Background: an optimization exercise with open tools, aiming at small area. Do not read the settings as production practice. Where RTL was checked, it was by simulation tests only, not by an equivalence proof against the original. The RTL of run 4 was laid out without a check of its function. Power is estimated from default activity; no workload was simulated.

[flow/flow/run.sh]
#!/bin/bash
# Standard ORFS layout with smaller port buffers and a lighter clock tree.
set -euo pipefail
export BUFFER_PORTS_ARGS="-buffer_cell sky130_fd_sc_hd__buf_1"
export CTS_ARGS="-sink_clustering_enable -repair_clock_nets -dont_use_dummy_load -buf_list {sky130_fd_sc_hd__clkbuf_4 sky130_fd_sc_hd__clkbuf_8 sky130_fd_sc_hd__clkbuf_16} -root_buf sky130_fd_sc_hd__clkbuf_8 -sink_clustering_size 30 -sink_clustering_max_diameter 100"
bash standard.sh > standard.log 2>&1
[flow/standard.sh]
#!/bin/bash
# synth_recipe.tcl (not shown) runs the flow's synth.tcl, then flattens the netlist and writes it again
# the make line also repeats each setting of config.mk as NAME=value (left out here)
make -C /OpenROAD-flow-scripts/flow DESIGN_CONFIG=/design/flow/config.mk WORK_HOME=/design/flow/orfs CLKGATE_MAP_FILE= SYNTH_SCRIPT=/design/flow/synth_recipe.tcl "${@:-finish}"
[flow/config.mk]
export PLATFORM = sky130hd
export DESIGN_NAME = pipe_snapshot_top
export DESIGN_NICKNAME = pipe_snapshot_top
export VERILOG_FILES = /design/flow/design.v
export SDC_FILE = /design/flow/constraint.sdc
export NUM_CORES = 4
export LEC_CHECK = 0
export CAP_MARGIN = 20
export CORE_MARGIN = 2
export CORE_UTILIZATION = 60
export SLEW_MARGIN = 20
export SYNTH_HIERARCHICAL = 1
[flow/constraint.sdc]
create_clock -name core_clock -period 6.0 [get_ports {clk}]
set_input_delay 1.2000 -clock core_clock [delete_from_list [all_inputs] [get_ports {clk}]]
set_output_delay 1.2000 -clock core_clock [all_outputs]
set_load 0.01 [all_outputs]
[flow/design.v]
`timescale 1ns/10ps
package dbg_pkg;
  localparam int BYTE_W    = 8;    
  localparam int WORD_W    = 32;   
  localparam int PC_W      = 8;    
  localparam int REG_IDX_W = 5;    
  localparam int FRAME_BYTES = 56;
  localparam int IF_BASE  = 0;    
  localparam int ID_BASE  = 6;    
  localparam int EX_BASE  = 29;   
  localparam int MEM_BASE = 45;   
  typedef logic [$clog2(FRAME_BYTES)-1:0] frame_idx_t;
  typedef logic [FRAME_BYTES-1:0][BYTE_W-1:0] frame_t;
  typedef union packed
  {
    logic [WORD_W-1:0]                    word;    
    logic [WORD_W/BYTE_W-1:0][BYTE_W-1:0] bytes;   
  } word_bytes_u;
endpackage
`timescale 1ns/10ps
module snapshot_capture
(
  input  logic                            clk,
  input  logic                            rst_n,
  input  logic [dbg_pkg::PC_W-1:0]        current_pc,
  input  logic [dbg_pkg::PC_W-1:0]        pc_if,
  input  logic [dbg_pkg::WORD_W-1:0]      instr_if,
  input  logic [dbg_pkg::WORD_W-1:0]      data_a_id,
  input  logic [dbg_pkg::WORD_W-1:0]      data_b_id,
  input  logic [dbg_pkg::WORD_W-1:0]      sign_ext_id,
  input  logic [dbg_pkg::PC_W-1:0]        jump_dest_id,
  input  logic [dbg_pkg::REG_IDX_W-1:0]   reg_dest_r_id,
  input  logic [dbg_pkg::REG_IDX_W-1:0]   reg_dest_l_id,
  input  logic                            reg_dst_id,
  input  logic                            alu_src_id,
  input  logic                            mem_to_reg_id,
  input  logic                            reg_write_id,
  input  logic                            mem_read_id,
  input  logic                            mem_write_id,
  input  logic                            branch_id,
  input  logic [1:0]                      alu_op_id,
  input  logic [dbg_pkg::WORD_W-1:0]      result_ie,
  input  logic [dbg_pkg::WORD_W-1:0]      reg2_ie,
  input  logic [dbg_pkg::PC_W-1:0]        jump_dest_ie,
  input  logic                            zero_ie,
  input  logic [dbg_pkg::REG_IDX_W-1:0]   reg_dest_ie,
  input  logic                            mem_to_reg_ie,
  input  logic                            reg_write_ie,
  input  logic                            mem_read_ie,
  input  logic                            mem_write_ie,
  input  logic                            branch_ie,
  input  logic [dbg_pkg::WORD_W-1:0]      mem_data_mem,
  input  logic [dbg_pkg::WORD_W-1:0]      alu_result_mem,
  input  logic [dbg_pkg::REG_IDX_W-1:0]   reg_dest_mem,
  input  logic                            mem_to_reg_mem,
  input  logic                            reg_write_mem,
  input  logic              take,    
  output logic [dbg_pkg::FRAME_BYTES*dbg_pkg::BYTE_W-1:0] frame   
);
  localparam int WORD_BYTES = dbg_pkg::WORD_W / dbg_pkg::BYTE_W;
  logic [dbg_pkg::FRAME_BYTES*dbg_pkg::BYTE_W-1:0] packed_frame;   
  function automatic logic [dbg_pkg::WORD_W-1:0] msb_first(input logic [dbg_pkg::WORD_W-1:0] value);
    for (int i = 0; i < WORD_BYTES; i++)
    begin
      msb_first[i*dbg_pkg::BYTE_W +: dbg_pkg::BYTE_W] = value[(WORD_BYTES - 1 - i)*dbg_pkg::BYTE_W +: dbg_pkg::BYTE_W];
    end
  endfunction
  always_comb
  begin
    packed_frame = '0;   
    packed_frame[(dbg_pkg::IF_BASE)*dbg_pkg::BYTE_W +: dbg_pkg::BYTE_W]     = dbg_pkg::BYTE_W'(current_pc);   
    packed_frame[(dbg_pkg::IF_BASE + 1)*dbg_pkg::BYTE_W +: dbg_pkg::BYTE_W] = dbg_pkg::BYTE_W'(pc_if);        
    packed_frame[(dbg_pkg::IF_BASE + 2)*dbg_pkg::BYTE_W +: dbg_pkg::WORD_W] = msb_first(instr_if);
    packed_frame[(dbg_pkg::ID_BASE)*dbg_pkg::BYTE_W +: dbg_pkg::WORD_W] = msb_first(data_a_id);
    packed_frame[(dbg_pkg::ID_BASE + 4)*dbg_pkg::BYTE_W +: dbg_pkg::WORD_W] = msb_first(data_b_id);
    packed_frame[(dbg_pkg::ID_BASE + 8)*dbg_pkg::BYTE_W +: dbg_pkg::WORD_W] = msb_first(sign_ext_id);
    packed_frame[(dbg_pkg::ID_BASE + 12)*dbg_pkg::BYTE_W +: dbg_pkg::BYTE_W] = dbg_pkg::BYTE_W'(jump_dest_id);
    packed_frame[(dbg_pkg::ID_BASE + 13)*dbg_pkg::BYTE_W +: dbg_pkg::BYTE_W] = dbg_pkg::BYTE_W'(reg_dest_r_id);   
    packed_frame[(dbg_pkg::ID_BASE + 14)*dbg_pkg::BYTE_W +: dbg_pkg::BYTE_W] = dbg_pkg::BYTE_W'(reg_dest_l_id);   
    packed_frame[(dbg_pkg::ID_BASE + 15)*dbg_pkg::BYTE_W +: dbg_pkg::BYTE_W] = dbg_pkg::BYTE_W'(reg_dst_id);
    packed_frame[(dbg_pkg::ID_BASE + 16)*dbg_pkg::BYTE_W +: dbg_pkg::BYTE_W] = dbg_pkg::BYTE_W'(alu_src_id);
    packed_frame[(dbg_pkg::ID_BASE + 17)*dbg_pkg::BYTE_W +: dbg_pkg::BYTE_W] = dbg_pkg::BYTE_W'(mem_to_reg_id);
    packed_frame[(dbg_pkg::ID_BASE + 18)*dbg_pkg::BYTE_W +: dbg_pkg::BYTE_W] = dbg_pkg::BYTE_W'(reg_write_id);
    packed_frame[(dbg_pkg::ID_BASE + 19)*dbg_pkg::BYTE_W +: dbg_pkg::BYTE_W] = dbg_pkg::BYTE_W'(mem_read_id);
    packed_frame[(dbg_pkg::ID_BASE + 20)*dbg_pkg::BYTE_W +: dbg_pkg::BYTE_W] = dbg_pkg::BYTE_W'(mem_write_id);
    packed_frame[(dbg_pkg::ID_BASE + 21)*dbg_pkg::BYTE_W +: dbg_pkg::BYTE_W] = dbg_pkg::BYTE_W'(branch_id);
    packed_frame[(dbg_pkg::ID_BASE + 22)*dbg_pkg::BYTE_W +: dbg_pkg::BYTE_W] = dbg_pkg::BYTE_W'(alu_op_id);   
    packed_frame[(dbg_pkg::EX_BASE)*dbg_pkg::BYTE_W +: dbg_pkg::WORD_W] = msb_first(result_ie);
    packed_frame[(dbg_pkg::EX_BASE + 4)*dbg_pkg::BYTE_W +: dbg_pkg::WORD_W] = msb_first(reg2_ie);   
    packed_frame[(dbg_pkg::EX_BASE + 8)*dbg_pkg::BYTE_W +: dbg_pkg::BYTE_W]  = dbg_pkg::BYTE_W'(jump_dest_ie);
    packed_frame[(dbg_pkg::EX_BASE + 9)*dbg_pkg::BYTE_W +: dbg_pkg::BYTE_W]  = dbg_pkg::BYTE_W'(zero_ie);
    packed_frame[(dbg_pkg::EX_BASE + 10)*dbg_pkg::BYTE_W +: dbg_pkg::BYTE_W] = dbg_pkg::BYTE_W'(reg_dest_ie);
    packed_frame[(dbg_pkg::EX_BASE + 11)*dbg_pkg::BYTE_W +: dbg_pkg::BYTE_W] = dbg_pkg::BYTE_W'(mem_to_reg_ie);
    packed_frame[(dbg_pkg::EX_BASE + 12)*dbg_pkg::BYTE_W +: dbg_pkg::BYTE_W] = dbg_pkg::BYTE_W'(reg_write_ie);
    packed_frame[(dbg_pkg::EX_BASE + 13)*dbg_pkg::BYTE_W +: dbg_pkg::BYTE_W] = dbg_pkg::BYTE_W'(mem_read_ie);
    packed_frame[(dbg_pkg::EX_BASE + 14)*dbg_pkg::BYTE_W +: dbg_pkg::BYTE_W] = dbg_pkg::BYTE_W'(mem_write_ie);
    packed_frame[(dbg_pkg::EX_BASE + 15)*dbg_pkg::BYTE_W +: dbg_pkg::BYTE_W] = dbg_pkg::BYTE_W'(branch_ie);
    packed_frame[(dbg_pkg::MEM_BASE)*dbg_pkg::BYTE_W +: dbg_pkg::WORD_W] = msb_first(mem_data_mem);
    packed_frame[(dbg_pkg::MEM_BASE + 4)*dbg_pkg::BYTE_W +: dbg_pkg::WORD_W] = msb_first(alu_result_mem);
    packed_frame[(dbg_pkg::MEM_BASE + 8)*dbg_pkg::BYTE_W +: dbg_pkg::BYTE_W]  = dbg_pkg::BYTE_W'(reg_dest_mem);
    packed_frame[(dbg_pkg::MEM_BASE + 9)*dbg_pkg::BYTE_W +: dbg_pkg::BYTE_W]  = dbg_pkg::BYTE_W'(mem_to_reg_mem);
    packed_frame[(dbg_pkg::MEM_BASE + 10)*dbg_pkg::BYTE_W +: dbg_pkg::BYTE_W] = dbg_pkg::BYTE_W'(reg_write_mem);   
  end
  always_ff @(posedge clk)
  begin
    if (take)
    begin
      frame <= packed_frame;   
    end
  end
endmodule
`timescale 1ns/10ps
module rd_aoi222
(
  input  logic a1, a2, b1, b2, c1, c2,
  output logic y
);
  assign y = ~((a1 & a2) | (b1 & b2) | (c1 & c2));
endmodule
module rd_aoi22
(
  input  logic a1, a2, b1, b2,
  output logic y
);
  assign y = ~((a1 & a2) | (b1 & b2));
endmodule
module byte_readout
(
  input  logic                      clk,
  input  logic                      rst_n,
  input  logic                      capture,       
  input  logic                      advance,       
  input  logic [dbg_pkg::FRAME_BYTES*dbg_pkg::BYTE_W-1:0] frame,   
  output logic                      take,          
  output logic [dbg_pkg::BYTE_W-1:0] read_data,
  output logic                      frame_full,
  output logic                      frame_empty
);
  logic       held;      
  dbg_pkg::frame_idx_t rd_idx;    
  logic       last;      
  logic [dbg_pkg::FRAME_BYTES-1:0] sel;   
  assign take = capture && !held;    
  assign last = rd_idx[5] && rd_idx[4] && rd_idx[2] && rd_idx[1] && rd_idx[0];
  always_ff @(posedge clk)
  begin
    if (!rst_n)
      held <= 1'b0;
    else if (take)
      held <= 1'b1;
    else if (advance && last)
      held <= 1'b0;   
  end
  always_ff @(posedge clk)
  begin
    if (take)
      rd_idx <= '0;
    else if (advance)
      rd_idx <= rd_idx + dbg_pkg::frame_idx_t'(1);
  end
  always_comb
  begin
    for (int k = 0; k < dbg_pkg::FRAME_BYTES; k++)
      sel[k] = (rd_idx == dbg_pkg::frame_idx_t'(k));
  end
  logic [18:0] t0;   
  logic [13:0] t1;   
  logic [13:0] t2;   
  logic [13:0] t3;   
  logic [13:0] t4;   
  logic [11:0] t5;   
  logic [11:0] t6;   
  logic [11:0] t7;   
  rd_aoi222 u_b0_0 (.a1(sel[0]), .a2(frame[0]), .b1(sel[1]), .b2(frame[8]), .c1(sel[2]), .c2(frame[16]), .y(t0[0]));
  rd_aoi222 u_b0_1 (.a1(sel[3]), .a2(frame[24]), .b1(sel[4]), .b2(frame[32]), .c1(sel[5]), .c2(frame[40]), .y(t0[1]));
  rd_aoi222 u_b0_2 (.a1(sel[6]), .a2(frame[48]), .b1(sel[7]), .b2(frame[56]), .c1(sel[8]), .c2(frame[64]), .y(t0[2]));
  rd_aoi222 u_b0_3 (.a1(sel[9]), .a2(frame[72]), .b1(sel[10]), .b2(frame[80]), .c1(sel[11]), .c2(frame[88]), .y(t0[3]));
  rd_aoi222 u_b0_4 (.a1(sel[12]), .a2(frame[96]), .b1(sel[13]), .b2(frame[104]), .c1(sel[14]), .c2(frame[112]), .y(t0[4]));
  rd_aoi222 u_b0_5 (.a1(sel[15]), .a2(frame[120]), .b1(sel[16]), .b2(frame[128]), .c1(sel[17]), .c2(frame[136]), .y(t0[5]));
  rd_aoi222 u_b0_6 (.a1(sel[18]), .a2(frame[144]), .b1(sel[19]), .b2(frame[152]), .c1(sel[20]), .c2(frame[160]), .y(t0[6]));
  rd_aoi222 u_b0_7 (.a1(sel[21]), .a2(frame[168]), .b1(sel[22]), .b2(frame[176]), .c1(sel[23]), .c2(frame[184]), .y(t0[7]));
  rd_aoi222 u_b0_8 (.a1(sel[24]), .a2(frame[192]), .b1(sel[25]), .b2(frame[200]), .c1(sel[26]), .c2(frame[208]), .y(t0[8]));
  rd_aoi222 u_b0_9 (.a1(sel[27]), .a2(frame[216]), .b1(sel[28]), .b2(frame[224]), .c1(sel[29]), .c2(frame[232]), .y(t0[9]));
  rd_aoi222 u_b0_10 (.a1(sel[30]), .a2(frame[240]), .b1(sel[31]), .b2(frame[248]), .c1(sel[32]), .c2(frame[256]), .y(t0[10]));
  rd_aoi222 u_b0_11 (.a1(sel[33]), .a2(frame[264]), .b1(sel[34]), .b2(frame[272]), .c1(sel[35]), .c2(frame[280]), .y(t0[11]));
  rd_aoi222 u_b0_12 (.a1(sel[36]), .a2(frame[288]), .b1(sel[37]), .b2(frame[296]), .c1(sel[38]), .c2(frame[304]), .y(t0[12]));
  rd_aoi222 u_b0_13 (.a1(sel[39]), .a2(frame[312]), .b1(sel[40]), .b2(frame[320]), .c1(sel[41]), .c2(frame[328]), .y(t0[13]));
  rd_aoi222 u_b0_14 (.a1(sel[42]), .a2(frame[336]), .b1(sel[43]), .b2(frame[344]), .c1(sel[44]), .c2(frame[352]), .y(t0[14]));
  rd_aoi222 u_b0_15 (.a1(sel[45]), .a2(frame[360]), .b1(sel[46]), .b2(frame[368]), .c1(sel[47]), .c2(frame[376]), .y(t0[15]));
  rd_aoi222 u_b0_16 (.a1(sel[48]), .a2(frame[384]), .b1(sel[49]), .b2(frame[392]), .c1(sel[50]), .c2(frame[400]), .y(t0[16]));
  rd_aoi222 u_b0_17 (.a1(sel[51]), .a2(frame[408]), .b1(sel[52]), .b2(frame[416]), .c1(sel[53]), .c2(frame[424]), .y(t0[17]));
  rd_aoi22 u_b0_18 (.a1(sel[54]), .a2(frame[432]), .b1(sel[55]), .b2(frame[440]), .y(t0[18]));
  assign read_data[0] = ~&t0;
  rd_aoi222 u_b1_0 (.a1(sel[0]), .a2(frame[1]), .b1(sel[1]), .b2(frame[9]), .c1(sel[2]), .c2(frame[17]), .y(t1[0]));
  rd_aoi222 u_b1_1 (.a1(sel[3]), .a2(frame[25]), .b1(sel[4]), .b2(frame[33]), .c1(sel[5]), .c2(frame[41]), .y(t1[1]));
  rd_aoi222 u_b1_2 (.a1(sel[6]), .a2(frame[49]), .b1(sel[7]), .b2(frame[57]), .c1(sel[8]), .c2(frame[65]), .y(t1[2]));
  rd_aoi222 u_b1_3 (.a1(sel[9]), .a2(frame[73]), .b1(sel[10]), .b2(frame[81]), .c1(sel[11]), .c2(frame[89]), .y(t1[3]));
  rd_aoi222 u_b1_4 (.a1(sel[12]), .a2(frame[97]), .b1(sel[13]), .b2(frame[105]), .c1(sel[14]), .c2(frame[113]), .y(t1[4]));
  rd_aoi222 u_b1_5 (.a1(sel[15]), .a2(frame[121]), .b1(sel[16]), .b2(frame[129]), .c1(sel[17]), .c2(frame[137]), .y(t1[5]));
  rd_aoi222 u_b1_6 (.a1(sel[18]), .a2(frame[145]), .b1(sel[19]), .b2(frame[153]), .c1(sel[20]), .c2(frame[161]), .y(t1[6]));
  rd_aoi222 u_b1_7 (.a1(sel[28]), .a2(frame[225]), .b1(sel[29]), .b2(frame[233]), .c1(sel[30]), .c2(frame[241]), .y(t1[7]));
  rd_aoi222 u_b1_8 (.a1(sel[31]), .a2(frame[249]), .b1(sel[32]), .b2(frame[257]), .c1(sel[33]), .c2(frame[265]), .y(t1[8]));
  rd_aoi222 u_b1_9 (.a1(sel[34]), .a2(frame[273]), .b1(sel[35]), .b2(frame[281]), .c1(sel[36]), .c2(frame[289]), .y(t1[9]));
  rd_aoi222 u_b1_10 (.a1(sel[37]), .a2(frame[297]), .b1(sel[39]), .b2(frame[313]), .c1(sel[45]), .c2(frame[361]), .y(t1[10]));
  rd_aoi222 u_b1_11 (.a1(sel[46]), .a2(frame[369]), .b1(sel[47]), .b2(frame[377]), .c1(sel[48]), .c2(frame[385]), .y(t1[11]));
  rd_aoi222 u_b1_12 (.a1(sel[49]), .a2(frame[393]), .b1(sel[50]), .b2(frame[401]), .c1(sel[51]), .c2(frame[409]), .y(t1[12]));
  rd_aoi22 u_b1_13 (.a1(sel[52]), .a2(frame[417]), .b1(sel[53]), .b2(frame[425]), .y(t1[13]));
  assign read_data[1] = ~&t1;
  rd_aoi222 u_b2_0 (.a1(sel[0]), .a2(frame[2]), .b1(sel[1]), .b2(frame[10]), .c1(sel[2]), .c2(frame[18]), .y(t2[0]));
  rd_aoi222 u_b2_1 (.a1(sel[3]), .a2(frame[26]), .b1(sel[4]), .b2(frame[34]), .c1(sel[5]), .c2(frame[42]), .y(t2[1]));
  rd_aoi222 u_b2_2 (.a1(sel[6]), .a2(frame[50]), .b1(sel[7]), .b2(frame[58]), .c1(sel[8]), .c2(frame[66]), .y(t2[2]));
  rd_aoi222 u_b2_3 (.a1(sel[9]), .a2(frame[74]), .b1(sel[10]), .b2(frame[82]), .c1(sel[11]), .c2(frame[90]), .y(t2[3]));
  rd_aoi222 u_b2_4 (.a1(sel[12]), .a2(frame[98]), .b1(sel[13]), .b2(frame[106]), .c1(sel[14]), .c2(frame[114]), .y(t2[4]));
  rd_aoi222 u_b2_5 (.a1(sel[15]), .a2(frame[122]), .b1(sel[16]), .b2(frame[130]), .c1(sel[17]), .c2(frame[138]), .y(t2[5]));
  rd_aoi222 u_b2_6 (.a1(sel[18]), .a2(frame[146]), .b1(sel[19]), .b2(frame[154]), .c1(sel[20]), .c2(frame[162]), .y(t2[6]));
  rd_aoi222 u_b2_7 (.a1(sel[29]), .a2(frame[234]), .b1(sel[30]), .b2(frame[242]), .c1(sel[31]), .c2(frame[250]), .y(t2[7]));
  rd_aoi222 u_b2_8 (.a1(sel[32]), .a2(frame[258]), .b1(sel[33]), .b2(frame[266]), .c1(sel[34]), .c2(frame[274]), .y(t2[8]));
  rd_aoi222 u_b2_9 (.a1(sel[35]), .a2(frame[282]), .b1(sel[36]), .b2(frame[290]), .c1(sel[37]), .c2(frame[298]), .y(t2[9]));
  rd_aoi222 u_b2_10 (.a1(sel[39]), .a2(frame[314]), .b1(sel[45]), .b2(frame[362]), .c1(sel[46]), .c2(frame[370]), .y(t2[10]));
  rd_aoi222 u_b2_11 (.a1(sel[47]), .a2(frame[378]), .b1(sel[48]), .b2(frame[386]), .c1(sel[49]), .c2(frame[394]), .y(t2[11]));
  rd_aoi222 u_b2_12 (.a1(sel[50]), .a2(frame[402]), .b1(sel[51]), .b2(frame[410]), .c1(sel[52]), .c2(frame[418]), .y(t2[12]));
  assign t2[13] = ~(sel[53] & frame[426]);
  assign read_data[2] = ~&t2;
  rd_aoi222 u_b3_0 (.a1(sel[0]), .a2(frame[3]), .b1(sel[1]), .b2(frame[11]), .c1(sel[2]), .c2(frame[19]), .y(t3[0]));
  rd_aoi222 u_b3_1 (.a1(sel[3]), .a2(frame[27]), .b1(sel[4]), .b2(frame[35]), .c1(sel[5]), .c2(frame[43]), .y(t3[1]));
  rd_aoi222 u_b3_2 (.a1(sel[6]), .a2(frame[51]), .b1(sel[7]), .b2(frame[59]), .c1(sel[8]), .c2(frame[67]), .y(t3[2]));
  rd_aoi222 u_b3_3 (.a1(sel[9]), .a2(frame[75]), .b1(sel[10]), .b2(frame[83]), .c1(sel[11]), .c2(frame[91]), .y(t3[3]));
  rd_aoi222 u_b3_4 (.a1(sel[12]), .a2(frame[99]), .b1(sel[13]), .b2(frame[107]), .c1(sel[14]), .c2(frame[115]), .y(t3[4]));
  rd_aoi222 u_b3_5 (.a1(sel[15]), .a2(frame[123]), .b1(sel[16]), .b2(frame[131]), .c1(sel[17]), .c2(frame[139]), .y(t3[5]));
  rd_aoi222 u_b3_6 (.a1(sel[18]), .a2(frame[147]), .b1(sel[19]), .b2(frame[155]), .c1(sel[20]), .c2(frame[163]), .y(t3[6]));
  rd_aoi222 u_b3_7 (.a1(sel[29]), .a2(frame[235]), .b1(sel[30]), .b2(frame[243]), .c1(sel[31]), .c2(frame[251]), .y(t3[7]));
  rd_aoi222 u_b3_8 (.a1(sel[32]), .a2(frame[259]), .b1(sel[33]), .b2(frame[267]), .c1(sel[34]), .c2(frame[275]), .y(t3[8]));
  rd_aoi222 u_b3_9 (.a1(sel[35]), .a2(frame[283]), .b1(sel[36]), .b2(frame[291]), .c1(sel[37]), .c2(frame[299]), .y(t3[9]));
  rd_aoi222 u_b3_10 (.a1(sel[39]), .a2(frame[315]), .b1(sel[45]), .b2(frame[363]), .c1(sel[46]), .c2(frame[371]), .y(t3[10]));
  rd_aoi222 u_b3_11 (.a1(sel[47]), .a2(frame[379]), .b1(sel[48]), .b2(frame[387]), .c1(sel[49]), .c2(frame[395]), .y(t3[11]));
  rd_aoi222 u_b3_12 (.a1(sel[50]), .a2(frame[403]), .b1(sel[51]), .b2(frame[411]), .c1(sel[52]), .c2(frame[419]), .y(t3[12]));
  assign t3[13] = ~(sel[53] & frame[427]);
  assign read_data[3] = ~&t3;
  rd_aoi222 u_b4_0 (.a1(sel[0]), .a2(frame[4]), .b1(sel[1]), .b2(frame[12]), .c1(sel[2]), .c2(frame[20]), .y(t4[0]));
  rd_aoi222 u_b4_1 (.a1(sel[3]), .a2(frame[28]), .b1(sel[4]), .b2(frame[36]), .c1(sel[5]), .c2(frame[44]), .y(t4[1]));
  rd_aoi222 u_b4_2 (.a1(sel[6]), .a2(frame[52]), .b1(sel[7]), .b2(frame[60]), .c1(sel[8]), .c2(frame[68]), .y(t4[2]));
  rd_aoi222 u_b4_3 (.a1(sel[9]), .a2(frame[76]), .b1(sel[10]), .b2(frame[84]), .c1(sel[11]), .c2(frame[92]), .y(t4[3]));
  rd_aoi222 u_b4_4 (.a1(sel[12]), .a2(frame[100]), .b1(sel[13]), .b2(frame[108]), .c1(sel[14]), .c2(frame[116]), .y(t4[4]));
  rd_aoi222 u_b4_5 (.a1(sel[15]), .a2(frame[124]), .b1(sel[16]), .b2(frame[132]), .c1(sel[17]), .c2(frame[140]), .y(t4[5]));
  rd_aoi222 u_b4_6 (.a1(sel[18]), .a2(frame[148]), .b1(sel[19]), .b2(frame[156]), .c1(sel[20]), .c2(frame[164]), .y(t4[6]));
  rd_aoi222 u_b4_7 (.a1(sel[29]), .a2(frame[236]), .b1(sel[30]), .b2(frame[244]), .c1(sel[31]), .c2(frame[252]), .y(t4[7]));
  rd_aoi222 u_b4_8 (.a1(sel[32]), .a2(frame[260]), .b1(sel[33]), .b2(frame[268]), .c1(sel[34]), .c2(frame[276]), .y(t4[8]));
  rd_aoi222 u_b4_9 (.a1(sel[35]), .a2(frame[284]), .b1(sel[36]), .b2(frame[292]), .c1(sel[37]), .c2(frame[300]), .y(t4[9]));
  rd_aoi222 u_b4_10 (.a1(sel[39]), .a2(frame[316]), .b1(sel[45]), .b2(frame[364]), .c1(sel[46]), .c2(frame[372]), .y(t4[10]));
  rd_aoi222 u_b4_11 (.a1(sel[47]), .a2(frame[380]), .b1(sel[48]), .b2(frame[388]), .c1(sel[49]), .c2(frame[396]), .y(t4[11]));
  rd_aoi222 u_b4_12 (.a1(sel[50]), .a2(frame[404]), .b1(sel[51]), .b2(frame[412]), .c1(sel[52]), .c2(frame[420]), .y(t4[12]));
  assign t4[13] = ~(sel[53] & frame[428]);
  assign read_data[4] = ~&t4;
  rd_aoi222 u_b5_0 (.a1(sel[0]), .a2(frame[5]), .b1(sel[1]), .b2(frame[13]), .c1(sel[2]), .c2(frame[21]), .y(t5[0]));
  rd_aoi222 u_b5_1 (.a1(sel[3]), .a2(frame[29]), .b1(sel[4]), .b2(frame[37]), .c1(sel[5]), .c2(frame[45]), .y(t5[1]));
  rd_aoi222 u_b5_2 (.a1(sel[6]), .a2(frame[53]), .b1(sel[7]), .b2(frame[61]), .c1(sel[8]), .c2(frame[69]), .y(t5[2]));
  rd_aoi222 u_b5_3 (.a1(sel[9]), .a2(frame[77]), .b1(sel[10]), .b2(frame[85]), .c1(sel[11]), .c2(frame[93]), .y(t5[3]));
  rd_aoi222 u_b5_4 (.a1(sel[12]), .a2(frame[101]), .b1(sel[13]), .b2(frame[109]), .c1(sel[14]), .c2(frame[117]), .y(t5[4]));
  rd_aoi222 u_b5_5 (.a1(sel[15]), .a2(frame[125]), .b1(sel[16]), .b2(frame[133]), .c1(sel[17]), .c2(frame[141]), .y(t5[5]));
  rd_aoi222 u_b5_6 (.a1(sel[18]), .a2(frame[149]), .b1(sel[29]), .b2(frame[237]), .c1(sel[30]), .c2(frame[245]), .y(t5[6]));
  rd_aoi222 u_b5_7 (.a1(sel[31]), .a2(frame[253]), .b1(sel[32]), .b2(frame[261]), .c1(sel[33]), .c2(frame[269]), .y(t5[7]));
  rd_aoi222 u_b5_8 (.a1(sel[34]), .a2(frame[277]), .b1(sel[35]), .b2(frame[285]), .c1(sel[36]), .c2(frame[293]), .y(t5[8]));
  rd_aoi222 u_b5_9 (.a1(sel[37]), .a2(frame[301]), .b1(sel[45]), .b2(frame[365]), .c1(sel[46]), .c2(frame[373]), .y(t5[9]));
  rd_aoi222 u_b5_10 (.a1(sel[47]), .a2(frame[381]), .b1(sel[48]), .b2(frame[389]), .c1(sel[49]), .c2(frame[397]), .y(t5[10]));
  rd_aoi222 u_b5_11 (.a1(sel[50]), .a2(frame[405]), .b1(sel[51]), .b2(frame[413]), .c1(sel[52]), .c2(frame[421]), .y(t5[11]));
  assign read_data[5] = ~&t5;
  rd_aoi222 u_b6_0 (.a1(sel[0]), .a2(frame[6]), .b1(sel[1]), .b2(frame[14]), .c1(sel[2]), .c2(frame[22]), .y(t6[0]));
  rd_aoi222 u_b6_1 (.a1(sel[3]), .a2(frame[30]), .b1(sel[4]), .b2(frame[38]), .c1(sel[5]), .c2(frame[46]), .y(t6[1]));
  rd_aoi222 u_b6_2 (.a1(sel[6]), .a2(frame[54]), .b1(sel[7]), .b2(frame[62]), .c1(sel[8]), .c2(frame[70]), .y(t6[2]));
  rd_aoi222 u_b6_3 (.a1(sel[9]), .a2(frame[78]), .b1(sel[10]), .b2(frame[86]), .c1(sel[11]), .c2(frame[94]), .y(t6[3]));
  rd_aoi222 u_b6_4 (.a1(sel[12]), .a2(frame[102]), .b1(sel[13]), .b2(frame[110]), .c1(sel[14]), .c2(frame[118]), .y(t6[4]));
  rd_aoi222 u_b6_5 (.a1(sel[15]), .a2(frame[126]), .b1(sel[16]), .b2(frame[134]), .c1(sel[17]), .c2(frame[142]), .y(t6[5]));
  rd_aoi222 u_b6_6 (.a1(sel[18]), .a2(frame[150]), .b1(sel[29]), .b2(frame[238]), .c1(sel[30]), .c2(frame[246]), .y(t6[6]));
  rd_aoi222 u_b6_7 (.a1(sel[31]), .a2(frame[254]), .b1(sel[32]), .b2(frame[262]), .c1(sel[33]), .c2(frame[270]), .y(t6[7]));
  rd_aoi222 u_b6_8 (.a1(sel[34]), .a2(frame[278]), .b1(sel[35]), .b2(frame[286]), .c1(sel[36]), .c2(frame[294]), .y(t6[8]));
  rd_aoi222 u_b6_9 (.a1(sel[37]), .a2(frame[302]), .b1(sel[45]), .b2(frame[366]), .c1(sel[46]), .c2(frame[374]), .y(t6[9]));
  rd_aoi222 u_b6_10 (.a1(sel[47]), .a2(frame[382]), .b1(sel[48]), .b2(frame[390]), .c1(sel[49]), .c2(frame[398]), .y(t6[10]));
  rd_aoi222 u_b6_11 (.a1(sel[50]), .a2(frame[406]), .b1(sel[51]), .b2(frame[414]), .c1(sel[52]), .c2(frame[422]), .y(t6[11]));
  assign read_data[6] = ~&t6;
  rd_aoi222 u_b7_0 (.a1(sel[0]), .a2(frame[7]), .b1(sel[1]), .b2(frame[15]), .c1(sel[2]), .c2(frame[23]), .y(t7[0]));
  rd_aoi222 u_b7_1 (.a1(sel[3]), .a2(frame[31]), .b1(sel[4]), .b2(frame[39]), .c1(sel[5]), .c2(frame[47]), .y(t7[1]));
  rd_aoi222 u_b7_2 (.a1(sel[6]), .a2(frame[55]), .b1(sel[7]), .b2(frame[63]), .c1(sel[8]), .c2(frame[71]), .y(t7[2]));
  rd_aoi222 u_b7_3 (.a1(sel[9]), .a2(frame[79]), .b1(sel[10]), .b2(frame[87]), .c1(sel[11]), .c2(frame[95]), .y(t7[3]));
  rd_aoi222 u_b7_4 (.a1(sel[12]), .a2(frame[103]), .b1(sel[13]), .b2(frame[111]), .c1(sel[14]), .c2(frame[119]), .y(t7[4]));
  rd_aoi222 u_b7_5 (.a1(sel[15]), .a2(frame[127]), .b1(sel[16]), .b2(frame[135]), .c1(sel[17]), .c2(frame[143]), .y(t7[5]));
  rd_aoi222 u_b7_6 (.a1(sel[18]), .a2(frame[151]), .b1(sel[29]), .b2(frame[239]), .c1(sel[30]), .c2(frame[247]), .y(t7[6]));
  rd_aoi222 u_b7_7 (.a1(sel[31]), .a2(frame[255]), .b1(sel[32]), .b2(frame[263]), .c1(sel[33]), .c2(frame[271]), .y(t7[7]));
  rd_aoi222 u_b7_8 (.a1(sel[34]), .a2(frame[279]), .b1(sel[35]), .b2(frame[287]), .c1(sel[36]), .c2(frame[295]), .y(t7[8]));
  rd_aoi222 u_b7_9 (.a1(sel[37]), .a2(frame[303]), .b1(sel[45]), .b2(frame[367]), .c1(sel[46]), .c2(frame[375]), .y(t7[9]));
  rd_aoi222 u_b7_10 (.a1(sel[47]), .a2(frame[383]), .b1(sel[48]), .b2(frame[391]), .c1(sel[49]), .c2(frame[399]), .y(t7[10]));
  rd_aoi222 u_b7_11 (.a1(sel[50]), .a2(frame[407]), .b1(sel[51]), .b2(frame[415]), .c1(sel[52]), .c2(frame[423]), .y(t7[11]));
  assign read_data[7] = ~&t7;
  assign frame_full  = held && (rd_idx == '0);     
  assign frame_empty = !held;
endmodule
`timescale 1ns/10ps
module pipe_snapshot_top
(
  input  logic                            clk,
  input  logic                            rst_n,
  input  logic                            capture,
  input  logic                            advance,
  input  logic [dbg_pkg::PC_W-1:0]        current_pc,
  input  logic [dbg_pkg::PC_W-1:0]        pc_if,
  input  logic [dbg_pkg::WORD_W-1:0]      instr_if,
  input  logic [dbg_pkg::WORD_W-1:0]      data_a_id,
  input  logic [dbg_pkg::WORD_W-1:0]      data_b_id,
  input  logic [dbg_pkg::WORD_W-1:0]      sign_ext_id,
  input  logic [dbg_pkg::PC_W-1:0]        jump_dest_id,
  input  logic [dbg_pkg::REG_IDX_W-1:0]   reg_dest_r_id,
  input  logic [dbg_pkg::REG_IDX_W-1:0]   reg_dest_l_id,
  input  logic                            reg_dst_id,
  input  logic                            alu_src_id,
  input  logic                            mem_to_reg_id,
  input  logic                            reg_write_id,
  input  logic                            mem_read_id,
  input  logic                            mem_write_id,
  input  logic                            branch_id,
  input  logic [1:0]                      alu_op_id,
  input  logic [dbg_pkg::WORD_W-1:0]      result_ie,
  input  logic [dbg_pkg::WORD_W-1:0]      reg2_ie,
  input  logic [dbg_pkg::PC_W-1:0]        jump_dest_ie,
  input  logic                            zero_ie,
  input  logic [dbg_pkg::REG_IDX_W-1:0]   reg_dest_ie,
  input  logic                            mem_to_reg_ie,
  input  logic                            reg_write_ie,
  input  logic                            mem_read_ie,
  input  logic                            mem_write_ie,
  input  logic                            branch_ie,
  input  logic [dbg_pkg::WORD_W-1:0]      mem_data_mem,
  input  logic [dbg_pkg::WORD_W-1:0]      alu_result_mem,
  input  logic [dbg_pkg::REG_IDX_W-1:0]   reg_dest_mem,
  input  logic                            mem_to_reg_mem,
  input  logic                            reg_write_mem,
  output logic [dbg_pkg::BYTE_W-1:0]      read_data,
  output logic                            frame_full,
  output logic                            frame_empty
);
  logic   take;    
  logic [dbg_pkg::FRAME_BYTES*dbg_pkg::BYTE_W-1:0] frame;   
  snapshot_capture snapshot_capture_inst
  (
    .clk    (clk),
    .rst_n  (rst_n),
    .current_pc     (current_pc),
    .pc_if          (pc_if),
    .instr_if       (instr_if),
    .data_a_id      (data_a_id),
    .data_b_id      (data_b_id),
    .sign_ext_id    (sign_ext_id),
    .jump_dest_id   (jump_dest_id),
    .reg_dest_r_id  (reg_dest_r_id),
    .reg_dest_l_id  (reg_dest_l_id),
    .reg_dst_id     (reg_dst_id),
    .alu_src_id     (alu_src_id),
    .mem_to_reg_id  (mem_to_reg_id),
    .reg_write_id   (reg_write_id),
    .mem_read_id    (mem_read_id),
    .mem_write_id   (mem_write_id),
    .branch_id      (branch_id),
    .alu_op_id      (alu_op_id),
    .result_ie      (result_ie),
    .reg2_ie        (reg2_ie),
    .jump_dest_ie   (jump_dest_ie),
    .zero_ie        (zero_ie),
    .reg_dest_ie    (reg_dest_ie),
    .mem_to_reg_ie  (mem_to_reg_ie),
    .reg_write_ie   (reg_write_ie),
    .mem_read_ie    (mem_read_ie),
    .mem_write_ie   (mem_write_ie),
    .branch_ie      (branch_ie),
    .mem_data_mem   (mem_data_mem),
    .alu_result_mem (alu_result_mem),
    .reg_dest_mem   (reg_dest_mem),
    .mem_to_reg_mem (mem_to_reg_mem),
    .reg_write_mem  (reg_write_mem),
    .take   (take),
    .frame  (frame)
  );
  byte_readout byte_readout_inst
  (
    .clk         (clk),
    .rst_n       (rst_n),
    .capture     (capture),
    .advance     (advance),
    .frame       (frame),
    .take        (take),
    .read_data   (read_data),
    .frame_full  (frame_full),
    .frame_empty (frame_empty)
  );
endmodule
==> results of run 1 <==
-- power by group through the flow --
stage | Clock, W | Sequential, W | Combinational, W
after CTS | 0.00106 | 0.00275 | 0.000370
final | 0.00104 | 0.00275 | 0.000372
after global routing | 0.00113 | 0.00276 | 0.000399
after global placement | 0 | 0.00280 | 0.000358
after detailed placement | 0 | 0.00280 | 0.000366
after floorplan | 0 | 0.00278 | 0.000170
-- sequential cells by signal (all words and copies together), names as in the netlist --
signal,cells
byte_readout_inst.held,1
snapshot_capture_inst.frame,325
byte_readout_inst.rd_idx,6
-- metrics by stage --
step	std cells	total power [W]	util, %
5_1_grt	1214	0.00429	70.8
6_report	1214	0.00416	70.8
2_1_floorplan	602	0.00295	-
4_1_cts	1214	0.00418	70.8
3_3_place_gp	1199	0.00315	69.0
3_5_place_dp	1199	0.00317	69.0
-- worst paths after layout --
path                            slack (ps)                                    endpoint  cells past startpoint                                     start
worst max-delay path                  1420                                read_data[6]                      8  byte_readout_inst.rd_idx[0]$_SDFFE_PP0P_
worst min register to register         520         byte_readout_inst.held$_SDFFE_PN0P_                      1       byte_readout_inst.held$_SDFFE_PN0P_
worst min-delay path                   520         byte_readout_inst.held$_SDFFE_PN0P_                      1       byte_readout_inst.held$_SDFFE_PN0P_
worst max register to register        4030  snapshot_capture_inst.frame[374]$_DFFE_PP_                      2       byte_readout_inst.held$_SDFFE_PN0P_
-- final cells by class --
type / count / area [sq um] / share of cell area (%)
flip-flops and latches: 332 / 9900 / 72.1
repair buffers: 341 / 1300 / 9.49
multi-input cells: 254 / 1830 / 13.3
clock buffers: 15 / 342 / 2.49
well taps: 265 / 332 / 2.41
inverters: 7 / 26.3 / 0.191
-- routing by layer --
metal / up-vias / GRT usage, % / wire, um
met5: - / 0 / 0
met4: 0 / 9.61 / 1040
met3: 57 / 5.23 / 3240
met2: 443 / 47.5 / 14800
met1: 3676 / 39.0 / 11500
li1: 3335 / - / -
==> reports/metrics.cfg, run 1 <==
[pwr]
p_comb_share_pct = 8.9
seq_power_share_pct = 66.1
p_sw_share_pct = 22.4
p_int_w = 0.00323
clockPowerShare_pct = 25.0
p_sw_w = 0.000932
ir_drop_v = 0.000330
cellPowerDensity_nw_per_um2 = 303
cellLeakagePower_nw = 4.31

[routing]
post_drt_wl_per_cell_um = 25.2
dr.pass1.iters = 6
drc = 0
drt_iter0_markers = 990
totalWireLength_um = 30600
vias_per_cell = 6.19
antenna_left = 0
vias = 7511

[cts]
clock_latency_ps = 550
postCtsSetupBuffers = 0
path_clk_slew_ps = 110
cts_tree = built
cts-htree-levels = 1
cts.sinks = 332
cts_resized = 0
cts_made_buffers = 15
clock_path_buffers = 3
hold_buffers = 0
ctsRootBufferMaster = clkbuf_8

[synthesis]
netlist_instances = 602
syn_nets = 935
synth_area_sq_um = 11800
synth-warning-count = 8
syn_avg_cell_area_sq_um = 19.6

[placed_design]
dpl_worst_slack_ps = 2060
hpwl_um = 23100
port_buffers = 338
gp_congestion = 0.919
placed_area_sq_um = 13400

[setup_path]
cp_slowest_stage_delay_ps = 640
end_kind = output port
worstSetupPathType = reg2out
crit_path_cell_trace = inv_1 -> ha_1 -> nand2_1 -> nor2_1 -> a222oi_1 -> nand4_1 -> or3_1 -> buf_1
required_ps = 4800
crit_fanout = 8
slowest_stage = a222oi_1
crit_family = simple AND/OR/NAND/NOR gates
crit_buf_inv = 2
cp.arrival_ps = 3380
critPathLaunchType = register

[sta]
skew_ps = 64.3
rsz0062_at_grt = false
slew_violations = 0
max_freq_ghz = 0.218
hold_ws_ps = 522
setup_viol = 0
timing.slew.headroom_pct = 28.6
timing_hold_violations_final = 0
setup_tns_ps = 0
finalCritPeriodShare_pct = 76.4
final.setup.worst_slack_ps = 1420
period_minus_slack_ps = 4580
tightestPinTransition_ps = 1070

[layout]
fillers = 1310
fin_area_sq_um = 13700
final_common_cell = buf_1
syn_to_final_growth_pct = 16.3
drive_gt1_share_pct = 2.42
final_cell_mix = buf_1 (338), edfxtp_1 (325), a222oi_1 (106), nor2_1 (62), nand4_1 (25)
antenna_cells = 0
finalNetCount = 1284

[floorplan]
initial_core_util_pct = 60.9
design.die.area_sq_um = 20800
die_h_um = 144
pin_count = 339
rows = 51
die_width_um = 144
core_sq_um = 19400

[global_routing]
grt_start_max_net_pins = 195
track_usage_pct = 28.6
grt-ovfl-total = 0
grt_antenna_before_repair = 0
grt_first_pass_wirelength_um = 42900
first_global_vias = 7484

[run]
drv_cap = 0

[outcome]
status = finished clean

[worst_hold_path]
worst_hold_path_type = reg2reg

==> run 2: changes to the inputs <==
--- a/flow/config.mk
+++ b/flow/config.mk
@@ -7,6 +7,6 @@
 export LEC_CHECK = 0
 export CAP_MARGIN = 20
 export CORE_MARGIN = 2
-export CORE_UTILIZATION = 60
+export CORE_UTILIZATION = 75
 export SLEW_MARGIN = 20
 export SYNTH_HIERARCHICAL = 1
==> run 2 against run 1 <==
Against the previous run: sequential power about the same; non-clock buffer count shrank 1; highest routed layer is now met5; critical endpoint is now read_data[4]; total power rose by 0.56%; first-iteration DRC count is 93% higher.
==> reports/metrics.cfg, run 2 <==
[synthesis]
synth_area_sq_um = 11800
syn_avg_cell_area_sq_um = 19.6
netlist_instances = 602
syn_nets = 935
synth-warning-count = 8

[layout]
syn_to_final_growth_pct = 15.8
instances_no_fill = 1159
fin_area_sq_um = 13700
largest_register_ffs = 325
final_util_pct = 89.3
finalNetCount = 1283
final_common_cell = buf_1
drive_gt1_share_pct = 2.32
final_cell_mix = buf_1 (338), edfxtp_1 (325), a222oi_1 (106), nor2_1 (62), nand4_1 (25)
largest-register = snapshot_capture_inst.frame
antenna_cells = 0
largestRegisters = snapshot_capture_inst.frame (325), byte_readout_inst.rd_idx (6), byte_readout_inst.held (1)

[pwr]
clockPowerShare_pct = 25.3
p_int_w = 0.00323
seq_power_share_pct = 65.9
ir_drop_v = 0.000283
p_comb_share_pct = 8.8
p_sw_w = 0.000954
cellLeakagePower_nw = 4.31
p_sw_share_pct = 22.8
cellPowerDensity_nw_per_um2 = 306

[setup_path]
worst_r2r_endpoint = snapshot_capture_inst.frame[380]$_DFFE_PP_
reg2reg_depth = 2
crit_path_end = read_data[4]
rrSetupSlack_ps = 4180
crit_fanout = 16
r2r_start = byte_readout_inst.held$_SDFFE_PN0P_
cp.arrival_ps = 3870
critPathLaunchType = register
worstSetupStartpoint = byte_readout_inst.rd_idx[5]$_SDFFE_PP0P_
worstSetupPathType = reg2out
required_ps = 4800
end_kind = output port

[global_routing]
grt-ovfl-total = 0
grt_antenna_before_repair = 1
first_global_vias = 8031
grt_start_max_net_pins = 187
track_usage_pct = 39.9
grt_first_pass_wirelength_um = 47600

[floorplan]
pin_count = 339
core_sq_um = 15300
design.die.area_sq_um = 16800
rows = 45
die_width_um = 129
die_h_um = 129
initial_core_util_pct = 77.1

[cts]
ctsRootBufferMaster = clkbuf_8
clock_latency_ps = 580
cts_resized = 0
postCtsSetupBuffers = 0
cts_made_buffers = 15
path_clk_slew_ps = 110
cts_tree = built
clock_path_buffers = 3
hold_buffers = 0
cts-htree-levels = 1
cts.sinks = 332

[run]
drv_cap = 0

[sta]
finalCritPeriodShare_pct = 84.5
slew_violations = 0
period_minus_slack_ps = 5070
timing_hold_violations_final = 0
timing.slew.headroom_pct = 24.3
setup_viol = 0
tightestPinTransition_ps = 1130
setup_tns_ps = 0
rsz0062_at_grt = false
skew_ps = 52.5
max_freq_ghz = 0.197

[routing]
vias_per_cell = 7.14
vias = 8280
antenna_left = 0
dr.pass1.iters = 8
drc = 0
totalWireLength_um = 33800
drt_iter0_markers = 1910
post_drt_wl_per_cell_um = 29.2

[worst_hold_path]
worst_hold_path_type = reg2reg

[outcome]
status = finished clean

[placed_design]
placed_area_sq_um = 13300
placed_cells = 1144
gp_congestion = 0.935
hpwl_um = 23800
port_buffers = 338

-- run 2: critical path, cell delays in order, from the launching register on --
cell	delay, ps
dfxtp_1	450
nand2b_1	560
nor2_1	360
a222oi_1	610
nand4_1	220
nor4_1	560
o21ai_0	310
buf_1	200
-- run 2: power groups by stage --
| stage | Sequential, W | Combinational, W | Clock (W) |
|---|---|---|---|
| 3_5_place_dp | 0.00280 | 0.000355 | 0 |
| 3_3_place_gp | 0.00280 | 0.000337 | 0 |
| 4_1_cts | 0.00275 | 0.000359 | 0.00104 |
| 6_report | 0.00276 | 0.000369 | 0.00106 |
| 5_1_grt | 0.00277 | 0.000393 | 0.00109 |
| 2_1_floorplan | 0.00278 | 0.000170 | 0 |
-- run 2: how the worst min path moves through the flow --
stage,from,end,slack [ps],cells past startpoint
after detailed placement,byte_readout_inst.held$_SDFFE_PN0P_,byte_readout_inst.held$_SDFFE_PN0P_,560,1
after floorplan,byte_readout_inst.held$_SDFFE_PN0P_,byte_readout_inst.held$_SDFFE_PN0P_,440,1
final,byte_readout_inst.rd_idx[1]$_SDFFE_PP0P_,byte_readout_inst.rd_idx[1]$_SDFFE_PP0P_,600,2
after global placement,byte_readout_inst.held$_SDFFE_PN0P_,byte_readout_inst.held$_SDFFE_PN0P_,490,1
after CTS,byte_readout_inst.rd_idx[1]$_SDFFE_PP0P_,byte_readout_inst.rd_idx[1]$_SDFFE_PP0P_,590,2
after global routing,byte_readout_inst.held$_SDFFE_PN0P_,byte_readout_inst.held$_SDFFE_PN0P_,610,1
-- run 2: final cells by class --
type / instances / area (sq um)
multi-input cells: 254 / 1830
well taps: 211 / 264
clock buffers: 15 / 342
inverters: 7 / 26.3
repair buffers: 340 / 1310
fillers: 606 / 1640
flip-flops and latches: 332 / 9900
-- run 2: per-stage QoR --
step	power (W)	hold slack (ps)	setup WS, ps
after floorplan	0.00295	443	2640
after global placement	0.00313	489	1800
after detailed placement	0.00316	557	1650
after CTS	0.00415	593	996
after global routing	0.00425	610	732
final	0.00418	596	930
-- run 2: metal layers --
metal / global-route usage [%] / part of all wire, % / up-vias
met2: 67.0 / 50 / 914
met5: 0 / 0.024 / -
met4: 17.5 / 5.3 / 2
li1: - / - / 3333
met1: 51.0 / 31 / 3888
met3: 9.29 / 14 / 143
==> run 3: changes to the inputs <==
==> flow/flow/run.sh (replaced) <==
#!/bin/bash
# Standard ORFS layout with smaller port buffers and a lighter clock tree.
set -euo pipefail
export BUFFER_PORTS_ARGS="-buffer_cell sky130_fd_sc_hd__buf_1"
export CTS_ARGS="-sink_clustering_enable -repair_clock_nets -dont_use_dummy_load -buf_list {sky130_fd_sc_hd__clkbuf_4 sky130_fd_sc_hd__clkbuf_8} -root_buf sky130_fd_sc_hd__clkbuf_8 -sink_clustering_size 20 -sink_clustering_max_diameter 60"
bash standard.sh > standard.log 2>&1
--- a/flow/config.mk
+++ b/flow/config.mk
@@ -7,6 +7,6 @@
 export LEC_CHECK = 0
 export CAP_MARGIN = 20
 export CORE_MARGIN = 2
-export CORE_UTILIZATION = 75
+export CORE_UTILIZATION = 40
 export SLEW_MARGIN = 20
 export SYNTH_HIERARCHICAL = 1
==> run 3 against run 2 <==
Against the previous run: still clean; sequential power about the same; final cell count increased by 17%; via count decreased by 8.9%; worst hold slack got worse by 84 ps; clock power increased by 5%; fmax increased by 5.0%; non-clock buffer count increased by 2; final area increased by 2.4%; critical endpoint is now read_data[0].
==> reports/metrics.cfg, run 3 <==
[setup_path]
critPathLaunchType = register
required_ps = 4800
crit_family = simple AND/OR/NAND/NOR gates
end_kind = output port
slowest_stage = a222oi_1
worst_r2r_endpoint = snapshot_capture_inst.frame[244]$_DFFE_PP_
rrSetupSlack_ps = 4160
worstSetupPathType = reg2out
cp.arrival_ps = 3630
reg2reg_depth = 2
crit_buf_inv = 2
r2r_start = byte_readout_inst.held$_SDFFE_PN0P_
path_depth = 9
cp_slowest_stage_delay_ps = 770
cpMostUsedCell = nand4_1
crit_path_cell_trace = inv_1 -> ha_1 -> nand3_1 -> nor2_1 -> a222oi_1 -> nand4_1 -> nor4_1 -> nand4_1 -> buf_1
crit_fanout = 8

[worst_hold_path]
whs_path_depth = 1
hold_end = byte_readout_inst.held$_SDFFE_PN0P_
worst_hold_path_type = reg2reg
hp-start = byte_readout_inst.held$_SDFFE_PN0P_

[placed_design]
port_buffers = 338
gp_congestion = 0.870
placed_cells = 1319
hpwl_um = 26600

[floorplan]
rows = 62
design.die.area_sq_um = 30900
die_width_um = 176
pin_count = 339
die_h_um = 176
core_sq_um = 28900
initial_core_util_pct = 40.9

[synthesis]
netlist_instances = 602
syn_nets = 935
synth-warning-count = 8
syn_avg_cell_area_sq_um = 19.6
synth_area_sq_um = 11800

[layout]
seqCellArea_sq_um = 9900
instances_no_fill = 1353
largest-register = snapshot_capture_inst.frame
final_util_pct = 48.5
finalNetCount = 1299
largestRegisters = snapshot_capture_inst.frame (325), byte_readout_inst.rd_idx (6), byte_readout_inst.held (1)
syn_to_final_growth_pct = 18.6
multi_input_area_sq_um = 1830
drive_gt1_share_pct = 3.94
final_common_cell = buf_1
largest_register_ffs = 325
final_cell_mix = buf_1 (338), edfxtp_1 (325), a222oi_1 (106), nor2_1 (62), clkbuf_8 (29)
fillers = 2514

[global_routing]
grt_first_pass_wirelength_um = 48100
track_usage_pct = 21.8
grt_start_max_net_pins = 130
grt-ovfl-total = 0
grt_antenna_before_repair = 9
first_global_vias = 7756

[routing]
drt_iter0_markers = 1039
vias = 7547
totalWireLength_um = 34600
antenna_left = 0
vias_per_cell = 5.58
dr.pass1.iters = 6
drc = 0
post_drt_wl_per_cell_um = 25.5

[sta]
rsz0062_at_grt = false
setup_viol = 0
max_freq_ghz = 0.207
timing_hold_violations_final = 0
slew_violations = 0
finalCritPeriodShare_pct = 80.5
skew_ps = 82.4
timing.slew.headroom_pct = 31.1
setup_tns_ps = 0
hold_ws_ps = 511
period_minus_slack_ps = 4830
tightestPinTransition_ps = 1030

[cts]
hold_buffers = 0
cts_tree = built
ctsRootBufferMaster = clkbuf_8
cts.sinks = 332
cts_made_buffers = 29
path_clk_slew_ps = 70
postCtsSetupBuffers = 0
clock_path_buffers = 3
cts-htree-levels = 1
clock_latency_ps = 600
cts_resized = 0

[pwr]
cellPowerDensity_nw_per_um2 = 302
ir_drop_v = 0.000206
cellLeakagePower_nw = 4.36

[run]
drv_cap = 0

[outcome]
status = finished clean

-- run 3: how the worst max path moves through the flow --
stage | startpoint | endpoint | slack (ps)
2_1_floorplan | capture | snapshot_capture_inst.frame[0]$_DFFE_PP_ | 2640
3_3_place_gp | byte_readout_inst.rd_idx[3]$_SDFFE_PP0P_ | read_data[1] | 1780
3_5_place_dp | byte_readout_inst.rd_idx[3]$_SDFFE_PP0P_ | read_data[1] | 1800
4_1_cts | byte_readout_inst.rd_idx[0]$_SDFFE_PP0P_ | read_data[1] | 1190
5_1_grt | byte_readout_inst.rd_idx[0]$_SDFFE_PP0P_ | read_data[0] | 940
6_report | byte_readout_inst.rd_idx[0]$_SDFFE_PP0P_ | read_data[0] | 1170
-- run 3: area by class of cell --
class | count | share of cell area [%]
antenna | 5 | 0.0894
timing repair buffer | 342 | 9.63
inverter | 7 | 0.188
multi-input combinational | 254 | 13.1
clock buffer | 29 | 2.85
sequential | 332 | 70.7
tap | 384 | 3.43
-- run 3: power breakdown --
part	internal [W]	total [W]	switching, W
registers	0.00270	0.00276	0.0000541
logic	0.000124	0.000371	0.000247
clock network	0.000429	0.00111	0.000678
-- run 3: routing by layer --
layer / up-vias / GRT usage, % / wire [um]
met3: 91 / 7.40 / 3850
met5: - / 0 / 35
li1: 3361 / - / -
met2: 473 / 34.8 / 16100
met1: 3616 / 27.1 / 13100
met4: 6 / 9.71 / 1520
-- run 3: per-stage QoR --
step / setup WS (ps) / power [W] / area [sq um]
5_1_grt: 945 / 0.00439 / 14000
2_1_floorplan: 2640 / 0.00295 / 11800
6_report: 1170 / 0.00423 / 14000
3_3_place_gp: 1780 / 0.00317 / 13600
3_5_place_dp: 1800 / 0.00318 / 13600
4_1_cts: 1190 / 0.00427 / 14000
==> run 4: changes to the inputs <==
--- a/flow/design.v
+++ b/flow/design.v
@@ -137,11 +137,11 @@
   output logic                      frame_empty
 );
   logic       held;      
-  dbg_pkg::frame_idx_t rd_idx;    
+  logic [5:0] rd_idx;    
   logic       last;      
   logic [dbg_pkg::FRAME_BYTES-1:0] sel;   
   assign take = capture && !held;    
-  assign last = rd_idx[5] && rd_idx[4] && rd_idx[2] && rd_idx[1] && rd_idx[0];
+  assign last = !rd_idx[2] && !rd_idx[3] && !rd_idx[4] && !rd_idx[5];
   always_ff @(posedge clk)
   begin
     if (!rst_n)
@@ -154,15 +154,66 @@
   always_ff @(posedge clk)
   begin
     if (take)
-      rd_idx <= '0;
+      rd_idx <= 6'd12;
     else if (advance)
-      rd_idx <= rd_idx + dbg_pkg::frame_idx_t'(1);
-  end
-  always_comb
-  begin
-    for (int k = 0; k < dbg_pkg::FRAME_BYTES; k++)
-      sel[k] = (rd_idx == dbg_pkg::frame_idx_t'(k));
+      rd_idx <= {rd_idx[4:0], rd_idx[5] ^ rd_idx[4]};
   end
+  assign sel[0] = (rd_idx == 6'd12);
+  assign sel[1] = (rd_idx == 6'd24);
+  assign sel[2] = (rd_idx == 6'd49);
+  assign sel[3] = (rd_idx == 6'd34);
+  assign sel[4] = (rd_idx == 6'd5);
+  assign sel[5] = (rd_idx == 6'd10);
+  assign sel[6] = (rd_idx == 6'd20);
+  assign sel[7] = (rd_idx == 6'd41);
+  assign sel[8] = (rd_idx == 6'd19);
+  assign sel[9] = (rd_idx == 6'd39);
+  assign sel[10] = (rd_idx == 6'd15);
+  assign sel[11] = (rd_idx == 6'd30);
+  assign sel[12] = (rd_idx == 6'd61);
+  assign sel[13] = (rd_idx == 6'd58);
+  assign sel[14] = (rd_idx == 6'd52);
+  assign sel[15] = (rd_idx == 6'd40);
+  assign sel[16] = (rd_idx == 6'd17);
+  assign sel[17] = (rd_idx == 6'd35);
+  assign sel[18] = (rd_idx == 6'd7);
+  assign sel[19] = (rd_idx == 6'd14);
+  assign sel[20] = (rd_idx == 6'd28);
+  assign sel[21] = (rd_idx == 6'd57);
+  assign sel[22] = (rd_idx == 6'd50);
+  assign sel[23] = (rd_idx == 6'd36);
+  assign sel[24] = (rd_idx == 6'd9);
+  assign sel[25] = (rd_idx == 6'd18);
+  assign sel[26] = (rd_idx == 6'd37);
+  assign sel[27] = (rd_idx == 6'd11);
+  assign sel[28] = (rd_idx == 6'd22);
+  assign sel[29] = (rd_idx == 6'd45);
+  assign sel[30] = (rd_idx == 6'd27);
+  assign sel[31] = (rd_idx == 6'd55);
+  assign sel[32] = (rd_idx == 6'd46);
+  assign sel[33] = (rd_idx == 6'd29);
+  assign sel[34] = (rd_idx == 6'd59);
+  assign sel[35] = (rd_idx == 6'd54);
+  assign sel[36] = (rd_idx == 6'd44);
+  assign sel[37] = (rd_idx == 6'd25);
+  assign sel[38] = (rd_idx == 6'd51);
+  assign sel[39] = (rd_idx == 6'd38);
+  assign sel[40] = (rd_idx == 6'd13);
+  assign sel[41] = (rd_idx == 6'd26);
+  assign sel[42] = (rd_idx == 6'd53);
+  assign sel[43] = (rd_idx == 6'd42);
+  assign sel[44] = (rd_idx == 6'd21);
+  assign sel[45] = (rd_idx == 6'd43);
+  assign sel[46] = (rd_idx == 6'd23);
+  assign sel[47] = (rd_idx == 6'd47);
+  assign sel[48] = (rd_idx == 6'd31);
+  assign sel[49] = (rd_idx == 6'd63);
+  assign sel[50] = (rd_idx == 6'd62);
+  assign sel[51] = (rd_idx == 6'd60);
+  assign sel[52] = (rd_idx == 6'd56);
+  assign sel[53] = (rd_idx == 6'd48);
+  assign sel[54] = (rd_idx == 6'd32);
+  assign sel[55] = (rd_idx == 6'd1);
   logic [18:0] t0;   
   logic [13:0] t1;   
   logic [13:0] t2;   
@@ -290,7 +341,7 @@
   rd_aoi222 u_b7_10 (.a1(sel[47]), .a2(frame[383]), .b1(sel[48]), .b2(frame[391]), .c1(sel[49]), .c2(frame[399]), .y(t7[10]));
   rd_aoi222 u_b7_11 (.a1(sel[50]), .a2(frame[407]), .b1(sel[51]), .b2(frame[415]), .c1(sel[52]), .c2(frame[423]), .y(t7[11]));
   assign read_data[7] = ~&t7;
-  assign frame_full  = held && (rd_idx == '0);     
+  assign frame_full  = held && !rd_idx[0] && !rd_idx[1] && !rd_idx[4] && !rd_idx[5];     
   assign frame_empty = !held;
 endmodule
 `timescale 1ns/10ps
==> flow/flow/run.sh (replaced) <==
#!/bin/bash
# Standard ORFS layout with smaller port buffers and a lighter clock tree.
set -euo pipefail
export BUFFER_PORTS_ARGS="-buffer_cell sky130_fd_sc_hd__buf_1"
export CTS_ARGS="-sink_clustering_enable -repair_clock_nets -dont_use_dummy_load -buf_list {sky130_fd_sc_hd__clkbuf_4 sky130_fd_sc_hd__clkbuf_8 sky130_fd_sc_hd__clkbuf_16} -root_buf sky130_fd_sc_hd__clkbuf_8 -sink_clustering_size 30 -sink_clustering_max_diameter 100"
bash standard.sh > standard.log 2>&1
--- a/flow/config.mk
+++ b/flow/config.mk
@@ -7,6 +7,6 @@
 export LEC_CHECK = 0
 export CAP_MARGIN = 20
 export CORE_MARGIN = 2
-export CORE_UTILIZATION = 40
+export CORE_UTILIZATION = 60
 export SLEW_MARGIN = 20
 export SYNTH_HIERARCHICAL = 1
==> run 4 against run 3 <==
Against the previous run: die area is 32% lower; clock-buffer cell count down 14; clock power shrank 5%; non-clock buffer count is the same; via count increased by 0.99%; final area shrank 1.2%; critical path type unchanged; critical endpoint is now read_data[6].
==> reports/metrics.cfg, run 4 <==
[pwr]
power_w = 0.00414
p_int_w = 0.00323
ir_drop_v = 0.000311
clockPowerShare_pct = 25.3
cellLeakagePower_nw = 4.52
seq_power_share_pct = 66.6
cellPowerDensity_nw_per_um2 = 299
p_comb_share_pct = 8.1
p_sw_w = 0.000917
p_sw_share_pct = 22.1

[cts]
path_clk_slew_ps = 120
cts.sinks = 332
cts_tree = built
clock_path_buffers = 3
clock_latency_ps = 550
cts_resized = 0
postCtsSetupBuffers = 0
cts-htree-levels = 1
ctsRootBufferMaster = clkbuf_8
hold_buffers = 0
cts_made_buffers = 15

[setup_path]
crit_family = simple AND/OR/NAND/NOR gates
required_ps = 4800
cp.arrival_ps = 3580
slowest_stage = a222oi_1
critPathLaunchType = register
crit_buf_inv = 1
crit_fanout = 15
cp_slowest_stage_delay_ps = 630
worstSetupPathType = reg2out
end_kind = output port
path_depth = 6
crit_path_cell_trace = and2b_1 -> and3_1 -> a222oi_1 -> nand4_1 -> or3_1 -> buf_1
reg2reg_depth = 3

[global_routing]
first_global_vias = 7538
use_met1_pct = 37.4
grt_start_max_net_pins = 156
track_usage_pct = 29.1
grt_antenna_before_repair = 0
grt_first_pass_wirelength_um = 43500
grt_use_met2_pct = 48.2
grt-ovfl-total = 0
grt_busiest_layer = met2
grtUsageMet3_pct = 8.06

[layout]
syn_to_final_growth_pct = 16.3
largest_register_ffs = 325
final_cell_mix = buf_1 (338), edfxtp_1 (325), a222oi_1 (106), and3_1 (41), nand4_1 (23)
largest-register = snapshot_capture_inst.frame
instances_no_fill = 1207
finalNetCount = 1273
largestRegisters = snapshot_capture_inst.frame (325), byte_readout_inst.rd_idx (6), byte_readout_inst.held (1)
drive_gt1_share_pct = 2.45
final_common_cell = buf_1

[synthesis]
syn_avg_cell_area_sq_um = 20.0
synth-warning-count = 8
syn_nets = 927
synth_area_sq_um = 11900
netlist_instances = 594

[placed_design]
port_buffers = 338
hpwl_um = 23600
placed_cells = 1188
gp_congestion = 0.925

[worst_hold_path]
worst_hold_path_type = reg2reg
whs_path_depth = 2

[floorplan]
die_width_um = 145
initial_core_util_pct = 61.1
rows = 51
core_sq_um = 19500
design.die.area_sq_um = 21000
die_h_um = 145
pin_count = 339

[routing]
drc = 0
vias_per_cell = 6.31
drt_iter0_markers = 1351
totalWireLength_um = 31500
vias = 7622
dr.pass1.iters = 9
antenna_left = 0
post_drt_wl_per_cell_um = 26.1

[sta]
skew_ps = 39.9
setup_tns_ps = 0
period_minus_slack_ps = 4780
finalCritPeriodShare_pct = 79.6
setup_viol = 0
max_freq_ghz = 0.209
slew_violations = 0
hold_ws_ps = 574
tightestPinTransition_ps = 814
timing.slew.headroom_pct = 45.5
rsz0062_at_grt = false
timing_hold_violations_final = 0

[run]
drv_cap = 0

[outcome]
status = finished clean

[run 4: metal layers]
metal	wire, um	share of wire (%)
met5	0	0
met4	1080	3.4
met1	11100	35
met2	15500	49
met3	3850	12
[run 4: final timing paths]
check,start,end,slack [ps]
setup reg to reg,byte_readout_inst.held$_SDFFE_PN0P_,snapshot_capture_inst.frame[83]$_DFFE_PP_,3700
hold / removal,byte_readout_inst.rd_idx[4]$_SDFFE_PP0P_,byte_readout_inst.rd_idx[5]$_SDFFE_PP0P_,570
hold reg to reg,byte_readout_inst.rd_idx[4]$_SDFFE_PP0P_,byte_readout_inst.rd_idx[5]$_SDFFE_PP0P_,570
setup / recovery,byte_readout_inst.rd_idx[1]$_SDFFE_PP0P_,read_data[6],1220
[run 4: area by class of cell]
class | instances | area (sq um)
tap | 265 | 332
fill | 1327 | 5630
antenna | 4 | 10.0
sequential | 332 | 9900
inverter | 7 | 26.3
multi-input combinational | 242 | 1920
clock buffer | 15 | 342
timing repair buffer | 342 | 1310
[run 4: tightest hold or removal path, stage by stage, from the launching register on]
cell     delay, ps
dfxtp_1        370
mux2i_1        140
nor2_1          50
[run 4: power groups by stage]
| stage | Sequential, W | Combinational [W] | Clock [W] |
|---|---|---|---|
| 2_1_floorplan | 0.00280 | 0.000164 | 0 |
| 3_3_place_gp | 0.00281 | 0.000318 | 0 |
| 3_5_place_dp | 0.00281 | 0.000330 | 0 |
| 4_1_cts | 0.00276 | 0.000332 | 0.00107 |
| 5_1_grt | 0.00277 | 0.000363 | 0.00114 |
| 6_report | 0.00276 | 0.000335 | 0.00105 |
[run 4: per-stage QoR]
stage               instance area, sq um  util (%)  setup WS [ps]
floorplan                          11900         -           1860
global placement                   13500      69.3           2110
detailed placement                 13500      69.3           1950
CTS                                13800      71.0           1340
global route                       13800      71.0           1220
finish                             13800      71.1           1220

## re-timing with driven ports
How much do the figures lean on ideal ports? The routed layouts below were timed once more, with nothing changed but the port constraints. Step 1, drivers: a clkbuf_16 drives clk and a buf_2 each remaining input, both assumed. Step 2 moves the port delays by t, midway between the first and last clock arrival at a register: inputs arrive t later, outputs are due t later. That takes back most of the time a late clock gives input paths. Three values: ideal ports, drivers, drivers and shift; two values: the first two.
| run | shift t [ns] | slack for setup (ns) | worst register clock-pin slew, ns | pins driven straight from the clock port |
|---|---|---|---|---|
| run 1 | 0.562 | 1.419 / 1.376 / 1.938 | 0.11 / 0.11 | 1 |
| run 2 | 0.595 | 0.930 / 0.888 / 1.483 | 0.12 / 0.12 | 1 |
| run 3 | 0.623 | 1.171 / 1.121 / 1.744 | 0.12 / 0.12 | 1 |
| run 4 | 0.585 | 1.224 / 1.184 / 1.769 | 0.12 / 0.12 | 1 |
After both steps setup and hold are still met in every run listed.
